What follows belongs to an exercise in optimizing a design on an open flow for small area; a production flow would make more cautious choices. Only the layout flow was run in this run; the RTL was not checked for function there. Power and IR drop assume default switching activity.

==> flow/design.v <==
package read_guard_pkg;
  localparam int unsigned NumSlots     = 4;
  localparam int unsigned SlotIdxWidth = $clog2(NumSlots);
  localparam int unsigned IdWidth      = 4;
  localparam int unsigned AddrWidth    = 32;
  localparam int unsigned LenWidth     = 8;
  localparam int unsigned CntWidth     = 16;
  typedef logic [SlotIdxWidth-1:0] slot_idx_t;
  typedef logic [IdWidth-1:0]      id_t;
  typedef logic [AddrWidth-1:0]    addr_t;
  typedef logic [LenWidth-1:0]     len_t;
  typedef logic [CntWidth-1:0]     cnt_t;
  typedef enum logic [1:0] {
    PHASE_IDLE,
    PHASE_ADDR,
    PHASE_DATA
  } txn_phase_e;
  typedef enum logic [2:0] {
    FAULT_NONE,
    FAULT_AR_WAIT,
    FAULT_FIRST_DATA,
    FAULT_R_STALL,
    FAULT_BURST,
    FAULT_UNWANTED
  } fault_e;
endpackage
`timescale 1ns/10ps
module id_order_queue (
  input  logic                  clk_i,
  input  logic                  rst_ni,
  input  logic                  ar_valid_i,
  input  logic                  ar_ready_i,
  input  read_guard_pkg::id_t   ar_id_i,
  input  read_guard_pkg::addr_t ar_addr_i,
  input  read_guard_pkg::len_t  ar_len_i,
  input  logic                  r_valid_i,
  input  logic                  r_ready_i,
  input  read_guard_pkg::id_t   r_id_i,
  input  logic                  r_last_i,
  input  logic                  tracking_off_i,
  output logic                  full_o,
  output logic                  unwanted_o,
  output logic                      slot_alloc_o,
  output read_guard_pkg::slot_idx_t slot_alloc_slot_o,
  output read_guard_pkg::id_t       slot_alloc_id_o,
  output read_guard_pkg::addr_t     slot_alloc_addr_o,
  output read_guard_pkg::len_t      slot_alloc_len_o,
  output logic                      slot_beat_o,
  output logic                      slot_beat_hit_o,
  output read_guard_pkg::slot_idx_t slot_beat_slot_o,
  output logic                      slot_retire_o,
  output read_guard_pkg::slot_idx_t slot_retire_slot_o
);
  logic [read_guard_pkg::NumSlots-1:0]                            slot_free_q, slot_free_d;
  read_guard_pkg::slot_idx_t [read_guard_pkg::NumSlots-1:0]       next_q, next_d;
  logic [read_guard_pkg::NumSlots-1:0]                            ht_vld_q, ht_vld_d;
  read_guard_pkg::id_t [read_guard_pkg::NumSlots-1:0]             ht_id_q, ht_id_d;
  read_guard_pkg::slot_idx_t [read_guard_pkg::NumSlots-1:0]       ht_head_q, ht_head_d;
  read_guard_pkg::slot_idx_t [read_guard_pkg::NumSlots-1:0]       ht_tail_q, ht_tail_d;
  logic                                accept, retire, rsp_empties;
  logic                                rsp_hit, in_hit;
  read_guard_pkg::slot_idx_t           rsp_idx, in_idx, rsp_head;
  logic [read_guard_pkg::NumSlots-1:0] slot_free_now, ht_free_now;
  read_guard_pkg::slot_idx_t           new_slot, new_ht;
  assign full_o = (slot_free_q == '0);
  assign accept = ar_valid_i && ar_ready_i && !full_o && !tracking_off_i;
  always_comb begin
    rsp_hit = 1'b0;
    rsp_idx = '0;
    in_hit  = 1'b0;
    in_idx  = '0;
    for (int i = 0; i < read_guard_pkg::NumSlots; i++) begin
      if (ht_vld_q[i] && (ht_id_q[i] == r_id_i)) begin
        rsp_hit = 1'b1;
        rsp_idx = read_guard_pkg::slot_idx_t'(i);
      end
      if (ht_vld_q[i] && (ht_id_q[i] == ar_id_i)) begin
        in_hit = 1'b1;
        in_idx = read_guard_pkg::slot_idx_t'(i);
      end
    end
  end
  assign rsp_head    = ht_head_q[rsp_idx];
  assign retire      = r_valid_i && r_ready_i && r_last_i && rsp_hit;
  assign rsp_empties = retire && (rsp_head == ht_tail_q[rsp_idx]);
  assign unwanted_o  = r_valid_i && !rsp_hit;
  always_comb begin
    slot_free_now = slot_free_q;
    ht_free_now   = ~ht_vld_q;
    if (retire) begin
      slot_free_now[rsp_head] = 1'b1;
    end
    if (rsp_empties) begin
      ht_free_now[rsp_idx] = 1'b1;
    end
    new_slot = '0;
    new_ht   = '0;
    for (int i = read_guard_pkg::NumSlots - 1; i >= 0; i--) begin
      if (slot_free_now[i]) begin
        new_slot = read_guard_pkg::slot_idx_t'(i);
      end
      if (ht_free_now[i]) begin
        new_ht = read_guard_pkg::slot_idx_t'(i);
      end
    end
  end
  always_comb begin
    slot_free_d = slot_free_q;
    next_d      = next_q;
    ht_vld_d    = ht_vld_q;
    ht_id_d     = ht_id_q;
    ht_head_d   = ht_head_q;
    ht_tail_d   = ht_tail_q;
    if (retire) begin
      slot_free_d[rsp_head] = 1'b1;
      if (rsp_empties) begin
        ht_vld_d[rsp_idx] = 1'b0;
      end else begin
        ht_head_d[rsp_idx] = next_q[rsp_head];
      end
    end
    if (accept) begin
      slot_free_d[new_slot] = 1'b0;
      if (in_hit && !(rsp_empties && (rsp_idx == in_idx))) begin
        next_d[ht_tail_q[in_idx]] = new_slot;
        ht_tail_d[in_idx]         = new_slot;
      end else begin
        ht_vld_d[new_ht]  = 1'b1;
        ht_id_d[new_ht]   = ar_id_i;
        ht_head_d[new_ht] = new_slot;
        ht_tail_d[new_ht] = new_slot;
      end
    end
    if (tracking_off_i) begin
      slot_free_d = '1;
      ht_vld_d    = '0;
    end
  end
  always_ff @(posedge clk_i or negedge rst_ni) begin
    if (!rst_ni) begin
      slot_free_q <= '1;
      ht_vld_q    <= '0;
    end else begin
      slot_free_q <= slot_free_d;
      ht_vld_q    <= ht_vld_d;
    end
  end
  always_ff @(posedge clk_i) begin
    next_q    <= next_d;
    ht_id_q   <= ht_id_d;
    ht_head_q <= ht_head_d;
    ht_tail_q <= ht_tail_d;
  end
  assign slot_alloc_o       = accept;
  assign slot_alloc_slot_o  = new_slot;
  assign slot_alloc_id_o    = ar_id_i;
  assign slot_alloc_addr_o  = ar_addr_i;
  assign slot_alloc_len_o   = ar_len_i;
  assign slot_beat_o        = r_valid_i;
  assign slot_beat_hit_o    = r_valid_i && rsp_hit;
  assign slot_beat_slot_o   = rsp_head;
  assign slot_retire_o      = retire;
  assign slot_retire_slot_o = rsp_head;
endmodule
`timescale 1ns/10ps
module txn_timer (
  input  logic                   clk_i,
  input  logic                   rst_ni,
  input  logic                   ar_valid_i,
  input  logic                   ar_ready_i,
  input  logic                   r_ready_i,
  input  read_guard_pkg::cnt_t   budget_ar_i,
  input  read_guard_pkg::cnt_t   budget_first_i,
  input  read_guard_pkg::cnt_t   budget_stall_i,
  input  read_guard_pkg::cnt_t   budget_beat_i,
  input  logic                   tracking_off_i,
  output logic                   fault_o,
  output read_guard_pkg::fault_e fault_cause_o,
  output read_guard_pkg::id_t    fault_id_o,
  output read_guard_pkg::addr_t  fault_addr_o,
  output logic                   first_lat_vld_o,
  output read_guard_pkg::cnt_t   first_lat_o,
  output logic                   burst_lat_vld_o,
  output read_guard_pkg::cnt_t   burst_lat_o,
  input  logic                      slot_alloc_i,
  input  read_guard_pkg::slot_idx_t slot_alloc_slot_i,
  input  read_guard_pkg::id_t       slot_alloc_id_i,
  input  read_guard_pkg::addr_t     slot_alloc_addr_i,
  input  read_guard_pkg::len_t      slot_alloc_len_i,
  input  logic                      slot_beat_i,
  input  logic                      slot_beat_hit_i,
  input  read_guard_pkg::slot_idx_t slot_beat_slot_i,
  input  logic                      slot_retire_i,
  input  read_guard_pkg::slot_idx_t slot_retire_slot_i
);
  read_guard_pkg::txn_phase_e phase_q     [read_guard_pkg::NumSlots];
  read_guard_pkg::id_t        id_q        [read_guard_pkg::NumSlots];
  read_guard_pkg::addr_t      addr_q      [read_guard_pkg::NumSlots];
  read_guard_pkg::len_t       len_q       [read_guard_pkg::NumSlots];
  read_guard_pkg::cnt_t       first_cnt_q [read_guard_pkg::NumSlots];
  read_guard_pkg::cnt_t       stall_cnt_q [read_guard_pkg::NumSlots];
  read_guard_pkg::cnt_t       burst_cnt_q [read_guard_pkg::NumSlots];
  read_guard_pkg::cnt_t       ar_cnt_q;
  logic [read_guard_pkg::NumSlots-1:0]                        hit;
  logic [read_guard_pkg::CntWidth+read_guard_pkg::LenWidth:0] burst_budget;
  read_guard_pkg::fault_e                                     slot_cause;
  always_comb begin
    for (int i = 0; i < read_guard_pkg::NumSlots; i++) begin
      hit[i] = slot_beat_i && slot_beat_hit_i && (slot_beat_slot_i == i);
    end
  end
  always_ff @(posedge clk_i or negedge rst_ni) begin
    if (!rst_ni) begin
      for (int i = 0; i < read_guard_pkg::NumSlots; i++) begin
        phase_q[i] <= read_guard_pkg::PHASE_IDLE;
      end
      ar_cnt_q        <= '0;
      first_lat_vld_o <= 1'b0;
      burst_lat_vld_o <= 1'b0;
    end else begin
      first_lat_vld_o <= 1'b0;
      burst_lat_vld_o <= 1'b0;
      for (int i = 0; i < read_guard_pkg::NumSlots; i++) begin
        if (!tracking_off_i && hit[i] && (phase_q[i] == read_guard_pkg::PHASE_ADDR)) begin
          first_lat_vld_o <= 1'b1;
        end
        if (!tracking_off_i && slot_retire_i && (slot_retire_slot_i == i)) begin
          burst_lat_vld_o <= 1'b1;
        end
        if (tracking_off_i) begin
          phase_q[i] <= read_guard_pkg::PHASE_IDLE;
        end else if (slot_alloc_i && (slot_alloc_slot_i == i)) begin
          phase_q[i] <= read_guard_pkg::PHASE_ADDR;
        end else if (slot_retire_i && (slot_retire_slot_i == i)) begin
          phase_q[i] <= read_guard_pkg::PHASE_IDLE;
        end else if (hit[i] && (phase_q[i] == read_guard_pkg::PHASE_ADDR)) begin
          phase_q[i] <= read_guard_pkg::PHASE_DATA;
        end
      end
      if (tracking_off_i || (ar_valid_i && ar_ready_i)) begin
        ar_cnt_q <= '0;
      end else if (ar_valid_i) begin
        ar_cnt_q <= ar_cnt_q + 1'b1;
      end
    end
  end
  always_ff @(posedge clk_i) begin
    for (int i = 0; i < read_guard_pkg::NumSlots; i++) begin
      if (slot_alloc_i && (slot_alloc_slot_i == i)) begin
        id_q[i]        <= slot_alloc_id_i;
        addr_q[i]      <= slot_alloc_addr_i;
        len_q[i]       <= slot_alloc_len_i;
        first_cnt_q[i] <= '0;
        stall_cnt_q[i] <= '0;
        burst_cnt_q[i] <= '0;
      end else begin
        if (phase_q[i] == read_guard_pkg::PHASE_ADDR) begin
          first_cnt_q[i] <= first_cnt_q[i] + 1'b1;
        end
        if (phase_q[i] == read_guard_pkg::PHASE_DATA) begin
          burst_cnt_q[i] <= burst_cnt_q[i] + 1'b1;
        end
        if (hit[i] && !r_ready_i) begin
          stall_cnt_q[i] <= stall_cnt_q[i] + 1'b1;
        end
      end
      if (hit[i] && (phase_q[i] == read_guard_pkg::PHASE_ADDR)) begin
        first_lat_o <= first_cnt_q[i];
      end
      if (slot_retire_i && (slot_retire_slot_i == i)) begin
        burst_lat_o <= burst_cnt_q[i];
      end
    end
  end
  always_comb begin
    fault_o       = (ar_cnt_q > budget_ar_i);
    fault_cause_o = fault_o ? read_guard_pkg::FAULT_AR_WAIT : read_guard_pkg::FAULT_NONE;
    fault_id_o    = '0;
    fault_addr_o  = '0;
    burst_budget  = '0;
    slot_cause    = read_guard_pkg::FAULT_NONE;
    for (int i = read_guard_pkg::NumSlots - 1; i >= 0; i--) begin
      burst_budget = {{(read_guard_pkg::LenWidth + 1){1'b0}}, budget_beat_i} *
                     ({{(read_guard_pkg::CntWidth + 1){1'b0}}, len_q[i]} + 1'b1);
      slot_cause   = read_guard_pkg::FAULT_NONE;
      if ((phase_q[i] == read_guard_pkg::PHASE_DATA) &&
          ({{(read_guard_pkg::LenWidth + 1){1'b0}}, burst_cnt_q[i]} > burst_budget)) begin
        slot_cause = read_guard_pkg::FAULT_BURST;
      end
      if ((phase_q[i] != read_guard_pkg::PHASE_IDLE) && (stall_cnt_q[i] > budget_stall_i)) begin
        slot_cause = read_guard_pkg::FAULT_R_STALL;
      end
      if ((phase_q[i] == read_guard_pkg::PHASE_ADDR) && (first_cnt_q[i] > budget_first_i)) begin
        slot_cause = read_guard_pkg::FAULT_FIRST_DATA;
      end
      if (slot_cause != read_guard_pkg::FAULT_NONE) begin
        fault_o       = 1'b1;
        fault_cause_o = slot_cause;
        fault_id_o    = id_q[i];
        fault_addr_o  = addr_q[i];
      end
    end
  end
endmodule
`timescale 1ns/10ps
module fault_reporter (
  input  logic                   clk_i,
  input  logic                   rst_ni,
  input  logic                   tmr_fault_i,
  input  read_guard_pkg::fault_e tmr_cause_i,
  input  read_guard_pkg::id_t    tmr_id_i,
  input  read_guard_pkg::addr_t  tmr_addr_i,
  input  logic                   unwanted_i,
  input  read_guard_pkg::id_t    r_id_i,
  input  logic                   reset_clear_i,
  input  logic                   first_lat_vld_i,
  input  read_guard_pkg::cnt_t   first_lat_i,
  input  logic                   burst_lat_vld_i,
  input  read_guard_pkg::cnt_t   burst_lat_i,
  output logic                   reset_req_o,
  output logic                   irq_o,
  output read_guard_pkg::fault_e fault_cause_o,
  output read_guard_pkg::id_t    fault_id_o,
  output read_guard_pkg::addr_t  fault_addr_o,
  output read_guard_pkg::cnt_t   lat_first_o,
  output read_guard_pkg::cnt_t   lat_burst_o
);
  logic new_fault;
  assign new_fault = (tmr_fault_i || unwanted_i) && !reset_req_o;
  always_ff @(posedge clk_i or negedge rst_ni) begin
    if (!rst_ni) begin
      reset_req_o   <= 1'b0;
      irq_o         <= 1'b0;
      fault_cause_o <= read_guard_pkg::FAULT_NONE;
      lat_first_o   <= '0;
      lat_burst_o   <= '0;
    end else begin
      irq_o <= new_fault;
      if (new_fault) begin
        reset_req_o   <= 1'b1;
        fault_cause_o <= tmr_fault_i ? tmr_cause_i : read_guard_pkg::FAULT_UNWANTED;
      end else if (reset_clear_i) begin
        reset_req_o <= 1'b0;
      end
      if (first_lat_vld_i) begin
        lat_first_o <= first_lat_i;
      end
      if (burst_lat_vld_i) begin
        lat_burst_o <= burst_lat_i;
      end
    end
  end
  always_ff @(posedge clk_i) begin
    if (new_fault) begin
      fault_id_o   <= tmr_fault_i ? tmr_id_i : r_id_i;
      fault_addr_o <= tmr_fault_i ? tmr_addr_i : '0;
    end
  end
endmodule
`timescale 1ns/10ps
module read_guard (
  input  logic                   clk_i,
  input  logic                   rst_ni,
  input  logic                   ar_valid_i,
  input  logic                   ar_ready_i,
  input  read_guard_pkg::id_t    ar_id_i,
  input  read_guard_pkg::addr_t  ar_addr_i,
  input  read_guard_pkg::len_t   ar_len_i,
  input  logic                   r_valid_i,
  input  logic                   r_ready_i,
  input  read_guard_pkg::id_t    r_id_i,
  input  logic                   r_last_i,
  input  read_guard_pkg::cnt_t   budget_ar_i,
  input  read_guard_pkg::cnt_t   budget_first_i,
  input  read_guard_pkg::cnt_t   budget_stall_i,
  input  read_guard_pkg::cnt_t   budget_beat_i,
  input  logic                   reset_clear_i,
  output logic                   full_o,
  output logic                   reset_req_o,
  output logic                   irq_o,
  output read_guard_pkg::fault_e fault_cause_o,
  output read_guard_pkg::id_t    fault_id_o,
  output read_guard_pkg::addr_t  fault_addr_o,
  output read_guard_pkg::cnt_t   lat_first_o,
  output read_guard_pkg::cnt_t   lat_burst_o
);
  logic                   unwanted;
  logic                   tmr_fault;
  read_guard_pkg::fault_e tmr_cause;
  read_guard_pkg::id_t    tmr_id;
  read_guard_pkg::addr_t  tmr_addr;
  logic                   first_lat_vld, burst_lat_vld;
  read_guard_pkg::cnt_t   first_lat, burst_lat;
  logic                      slot_alloc;
  read_guard_pkg::slot_idx_t slot_alloc_slot;
  read_guard_pkg::id_t       slot_alloc_id;
  read_guard_pkg::addr_t     slot_alloc_addr;
  read_guard_pkg::len_t      slot_alloc_len;
  logic                      slot_beat;
  logic                      slot_beat_hit;
  read_guard_pkg::slot_idx_t slot_beat_slot;
  logic                      slot_retire;
  read_guard_pkg::slot_idx_t slot_retire_slot;
  id_order_queue i_queue (
    .clk_i          (clk_i),
    .rst_ni         (rst_ni),
    .ar_valid_i     (ar_valid_i),
    .ar_ready_i     (ar_ready_i),
    .ar_id_i        (ar_id_i),
    .ar_addr_i      (ar_addr_i),
    .ar_len_i       (ar_len_i),
    .r_valid_i      (r_valid_i),
    .r_ready_i      (r_ready_i),
    .r_id_i         (r_id_i),
    .r_last_i       (r_last_i),
    .tracking_off_i (reset_req_o),
    .full_o         (full_o),
    .unwanted_o     (unwanted),
    .slot_alloc_o       (slot_alloc),
    .slot_alloc_slot_o  (slot_alloc_slot),
    .slot_alloc_id_o    (slot_alloc_id),
    .slot_alloc_addr_o  (slot_alloc_addr),
    .slot_alloc_len_o   (slot_alloc_len),
    .slot_beat_o        (slot_beat),
    .slot_beat_hit_o    (slot_beat_hit),
    .slot_beat_slot_o   (slot_beat_slot),
    .slot_retire_o      (slot_retire),
    .slot_retire_slot_o (slot_retire_slot)
  );
  txn_timer i_timer (
    .clk_i           (clk_i),
    .rst_ni          (rst_ni),
    .ar_valid_i      (ar_valid_i),
    .ar_ready_i      (ar_ready_i),
    .r_ready_i       (r_ready_i),
    .budget_ar_i     (budget_ar_i),
    .budget_first_i  (budget_first_i),
    .budget_stall_i  (budget_stall_i),
    .budget_beat_i   (budget_beat_i),
    .tracking_off_i  (reset_req_o),
    .fault_o         (tmr_fault),
    .fault_cause_o   (tmr_cause),
    .fault_id_o      (tmr_id),
    .fault_addr_o    (tmr_addr),
    .first_lat_vld_o (first_lat_vld),
    .first_lat_o     (first_lat),
    .burst_lat_vld_o (burst_lat_vld),
    .burst_lat_o     (burst_lat),
    .slot_alloc_i       (slot_alloc),
    .slot_alloc_slot_i  (slot_alloc_slot),
    .slot_alloc_id_i    (slot_alloc_id),
    .slot_alloc_addr_i  (slot_alloc_addr),
    .slot_alloc_len_i   (slot_alloc_len),
    .slot_beat_i        (slot_beat),
    .slot_beat_hit_i    (slot_beat_hit),
    .slot_beat_slot_i   (slot_beat_slot),
    .slot_retire_i      (slot_retire),
    .slot_retire_slot_i (slot_retire_slot)
  );
  fault_reporter i_reporter (
    .clk_i           (clk_i),
    .rst_ni          (rst_ni),
    .tmr_fault_i     (tmr_fault),
    .tmr_cause_i     (tmr_cause),
    .tmr_id_i        (tmr_id),
    .tmr_addr_i      (tmr_addr),
    .unwanted_i      (unwanted),
    .r_id_i          (r_id_i),
    .reset_clear_i   (reset_clear_i),
    .first_lat_vld_i (first_lat_vld),
    .first_lat_i     (first_lat),
    .burst_lat_vld_i (burst_lat_vld),
    .burst_lat_i     (burst_lat),
    .reset_req_o     (reset_req_o),
    .irq_o           (irq_o),
    .fault_cause_o   (fault_cause_o),
    .fault_id_o      (fault_id_o),
    .fault_addr_o    (fault_addr_o),
    .lat_first_o     (lat_first_o),
    .lat_burst_o     (lat_burst_o)
  );
endmodule
==> flow/run.sh <==
#!/bin/bash
# synth_recipe.tcl (not shown) runs the flow's synth.tcl, then flattens the netlist and writes it again
# the make line also repeats each setting of config.mk as NAME=value (left out here)
make -C /OpenROAD-flow-scripts/flow DESIGN_CONFIG=/design/flow/config.mk WORK_HOME=/design/flow/orfs CLKGATE_MAP_FILE= SYNTH_SCRIPT=/design/flow/synth_recipe.tcl finish
==> flow/config.mk <==
export PLATFORM = sky130hd
export DESIGN_NAME = read_guard
export DESIGN_NICKNAME = read_guard
export VERILOG_FILES = /design/flow/design.v
export SDC_FILE = /design/flow/constraint.sdc
export NUM_CORES = 4
export LEC_CHECK = 0
export CAP_MARGIN = 20
export CORE_MARGIN = 2
export CORE_UTILIZATION = 40
export SLEW_MARGIN = 20
==> flow/constraint.sdc <==
create_clock -name core_clock -period 10.0 [get_ports {clk_i}]
set_input_delay 2.0000 -clock core_clock [delete_from_list [all_inputs] [get_ports {clk_i}]]
set_output_delay 2.0000 -clock core_clock [all_outputs]
set_load 0.01 [all_outputs]
==> results.rst <==
.. list-table::
   :header-rows: 1

   * - Metric
     - Value
   * - Status
     - no timing/DRC/antenna violations
   * - Port Buffer Count
     - just under 200
   * - Wire length of the first global-routing pass
     - just over 200,000 µm
   * - Total global-route track usage
     - 20.9%
   * - Synth-to-layout area growth
     - 13.2%
   * - Count of fill cells added during filler insertion
     - 11,300
   * - Pwr Density
     - roughly 170 mW/mm²
   * - Compound-gate portion of the synthesized area
     - 9.93%
   * - Sequential area share after synthesis
     - between 20% and 30%
   * - Via count of the first global-routing pass
     - between 30,000 and 40,000
   * - Maximum number of pins on one net before global-route repair
     - 96
   * - Antenna-violating nets left
     - 0
   * - Routed wire length
     - 126,000 µm
   * - Biggest fanout along the worst timing path
     - 34
   * - Synthesized cell area
     - 0.0476 mm²
   * - Horizontal extent of the die
     - 349 µm
   * - Router iterations before antenna repair
     - 7
   * - Max clock buf depth
     - 3
   * - Share of total power in the clock network
     - 27.4%
   * - Highest clock rate
     - 110 MHz
   * - Routed vias
     - 36,100
   * - Worst reg-to-reg path cell count
     - 34
   * - Final cycle utilization of the critical path
     - 91.0%
   * - Worst path setup slack after routing
     - 0.900 ns
   * - Number of cells on the critical path
     - 29
   * - Initial antenna violation count
     - 9
   * - Later-pin clock latency in the skew report
     - 0.63 ns
   * - Type of origin of the critical path
     - input pin
   * - Utilization after layout
     - between 40% and 50%
   * - Multiplexer share of the synthesized area
     - 2.06%
   * - Hold WC Path Type
     - flip-flop to flip-flop
   * - Setup repair after global routing missed its margin
     - no
   * - Slew of the pin with the lowest slew margin
     - 1.12 ns
   * - Worst r2r dst
     - i_reporter.fault_id_o[0]
   * - Critical path destination
     - i_reporter.fault_cause_o[2]
   * - Number of sinks handled by clock tree synthesis
     - 547
   * - Gpl congestion
     - roughly 0.9
   * - Leading cell types in the layout, fill and taps excluded
     - inv_1 (646), nand2_1 (442), ha_1 (424)
   * - Worst Path Arrival
     - 9.61 ns
   * - Async set-or-reset flop fraction in the synthesized netlist
     - ~13%
   * - Remaining DRCs
     - 0
   * - Fin nets
     - 6,138
   * - Diode insertion count for antenna repair
     - 0
   * - Total congestion overflow after global routing
     - 0
   * - Count of instances resized after the clock tree is built
     - 0
   * - Avg Cell Area, Syn
     - 9.45 µm²
   * - Post-synthesis share of cell area spent on xor and xnor gates
     - 5.56%
   * - Internal Dissipation
     - 5640 µW
   * - Dominant synthesized flop cell
     - edfxtp_1
   * - Via density per instance
     - 5.33
   * - Register bit total from synthesis
     - 547
   * - Final Max Tran Viols
     - 0
   * - Element type at the critical path end
     - flip-flop
   * - Fraction of the mapped netlist area in simple logic gates
     - 18.2%
   * - Core box area
     - 0.118 mm²
   * - CTS Root Cell
     - clkbuf_16
   * - Peak supply drop
     - 148 µV
   * - Synthesized-area fraction occupied by adder cells
     - 27.8%
   * - Multi-input combinational cell area
     - just over 0.03 mm²
   * - Combinational group share of total power
     - 43.1%
   * - Proportion of power drawn by flip-flops and latches
     - 29.5%
   * - Startpoint of the worst setup timing path
     - budget_beat_i[0]
   * - Syn nets
     - 5,974
   * - Top Ports
     - 194
   * - Clk slew on worst S/H paths
     - around 0.05 ns
   * - Die outline area
     - 0.122 mm²
   * - Fin. Hold Viols
     - 0
   * - Floorplan die height
     - between 300 and 400 µm
   * - Total of warnings raised by yosys
     - 10
   * - Number of CTS-inserted buffers
     - 66
   * - Final critical-path required period
     - 9.10 ns
   * - Worst stage delay on the critical path
     - 0.55 ns
   * - Critical path data required time
     - ~11 ns
   * - Number of enable flip-flop cells after synthesis
     - approximately 280
   * - Post-CTS Hold Buffers
     - 0
   * - Family with the most delay on the worst path
     - adder cells
   * - Routed wire length per instance
     - 18.6 µm
   * - Starting density of the core
     - about 40%
   * - Row cnt
     - roughly 130
   * - WP buf/inv
     - 6
   * - Setup Total Neg Slack
     - 0 ns
   * - Minimum setup slack after placement
     - around 0.3 ns
   * - Leak pwr
     - 0.0234 µW
   * - Distinct cell type count after synthesis
     - 97
   * - Iteration-0 DRC Markers
     - between 2,000 and 2,500
   * - Main combinational cell family by area after synthesis
     - adder cells
   * - TritonCTS clock tree
     - done
   * - Total net switching power
     - 3500 µW
   * - Count of buffers added by post-CTS timing repair for setup
     - 0
   * - Setup Viol. Count Final
     - 0
   * - Final hold slack
     - 0.472 ns
   * - Master of the slowest instance on the critical path
     - fa_1
   * - Half-perimeter wire length after placement
     - 96,500 µm
   * - Fraction of layout cells with a size suffix above 1
     - 5.73%
   * - Commonest non-fill, non-tap cell in the layout
     - inv_1
   * - Maximum level of the CTS H-tree
     - 3
   * - Storage element area
     - approximately 0.014 mm²
   * - Cell count after synthesis
     - 5,034
   * - Launch instance of the worst register-to-register path
     - i_timer.len_q[1][0]
   * - Switching portion of total power
     - 38.3%
   * - Max-cap viol count
     - 0
   * - Worst-case register-to-register setup slack
     - 1.06 ns
   * - Worst rel slew slack
     - 25.4%
   * - Type of the worst setup path
     - input pin to flip-flop
   * - Clk_skew
     - 0.0263 ns
[cell families (layout without fill, tap and decap cells)]
| family | count (synthesis) | count (layout) |
|---|---|---|
| XOR/XNOR | 301 | 301 |
| AO/OA/AOI/OAI | 735 | 735 |
| flip-flops | 547 | 547 |
| adder cells (fa/ha/maj) | 820 | 820 |
| AND/OR/NAND/NOR | 1695 | 1695 |
| multiplexers | 94 | 94 |
| buffers and inverters | 842 | 1057 |
[area by class of cell]
class	instances	area share (%)
Clock buffer	84	3.34
Clock inverter	35	0.820
Inverter	649	4.53
Multi-Input combinational cell	3645	56.3
Sequential cell	547	26.1
Tap cell	1536	3.57
Timing Repair Buffer	289	5.25
[power groups by stage]
stage	clock network (µW)	logic [µW]	registers, µW
finish	2500	3940	2700
global route	2640	4500	2720
global placement	0	3890	2740
CTS	2550	3960	2690
floorplan	0	2860	2690
detailed placement	0	3930	2740
[flip-flops by register name, indices dropped and copies added (netlist names), 8 cells and up, named ones only]
register,flops
i_timer.addr_q,128
i_timer.burst_cnt_q,64
i_timer.first_cnt_q,64
i_timer.stall_cnt_q,64
i_reporter.fault_addr_o,32
i_timer.len_q,32
i_queue.ht_id_q,16
i_reporter.lat_burst_o,16
i_reporter.lat_first_o,16
i_timer.ar_cnt_q,16
i_timer.burst_lat_o,16
i_timer.first_lat_o,16
i_timer.id_q,16
i_queue.ht_head_q,8
i_queue.next_q,8
i_timer.phase_q,8
[metrics by stage]
stage | total power, µW | area [µm²] | instances
finish | 9140 | 53800 | 6785
global route | 9850 | 53800 | 6785
CTS | 9210 | 53800 | 6785
detailed placement | 6670 | 51600 | 6666
global placement | 6630 | 51600 | 6666
floorplan | 5550 | 47600 | 5034
[cells in the mapped netlist, types with 90 or more instances]
| library cell | instances | share of area (%) |
|---|---|---|
| nor2b_1 | 191 | 2.5 |
| xnor2_1 | 118 | 2.2 |
| ha_1 | 424 | 11 |
| and2_1 | 164 | 2.2 |
| edfxtp_1 | 276 | 17 |
| a21oi_1 | 202 | 2.1 |
| nand4_1 | 90 | 1.2 |
| xor2_1 | 182 | 3.4 |
| clkbuf_1 | 154 | 1.2 |
| nand2b_1 | 106 | 1.4 |
| nand3_1 | 107 | 1.1 |
| nor2_1 | 366 | 2.9 |
| fa_1 | 396 | 17 |
| inv_1 | 646 | 5.1 |
| o21ai_0 | 177 | 1.9 |
| nand2_1 | 442 | 3.5 |
| dfxtp_1 | 200 | 8.4 |
[metal layers]
layer	global-route usage, %	part of all wire [%]	vias to the layer above
li1	-	-	17200
met1	28.4	46	17900
met2	34.8	47	846
met3	2.96	5.0	175
met4	5.23	2.2	14
met5	0	0.067	-
[worst reg2reg max path, delay by kind of cell (launching register included)]
kind / cells / cell delay, ns
adders and majority gates: 7 / 2.90
AOI/OAI and AO/OA: 12 / 2.52
and+or+nand+nor: 9 / 1.75
DFF: 1 / 0.76
buffers and inverters: 5 / 0.63
xor gates and xnor gates: 1 / 0.17
[worst min path at each step]
stage,from,to,slack (ns),depth (start not counted)
global route,i_timer.burst_lat_o[9],i_reporter.lat_burst_o[9],0.49,1
finish,i_timer.first_lat_o[11],i_reporter.lat_first_o[11],0.47,1
CTS,i_timer.first_lat_o[11],i_reporter.lat_first_o[11],0.48,1
global placement,i_timer.burst_lat_o[5],i_reporter.lat_burst_o[5],0.46,1
floorplan,i_timer.burst_lat_o[0],i_reporter.lat_burst_o[0],0.45,1
detailed placement,i_timer.first_lat_o[11],i_reporter.lat_first_o[11],0.46,1

[what the ideal ports hide]
No port has a modelled driver above. Below, the same layout with a new extraction and two added sets of constraints. Step 1: set_driving_cell puts a clkbuf_16 on clk_i and a buf_2 on each other input, an assumption about the parent block. Step 2 times the ports against the registers' clock, not the clock port: input delays grow and output delays shrink by t, the midpoint of the rising clock arrivals with the driver on. a / b / c = ideal ports / drivers / drivers and shift; a / b = the first two.
t (ns): 0.690
slack for setup (ns): 0.900 / 0.935 / 0.245
worst slew at a driven data input, ns: 0.09
After both steps setup and hold are still met in this run. For this run, drivers alone change the setup slack by +0.035 ns; drivers and shift together by -0.655 ns.
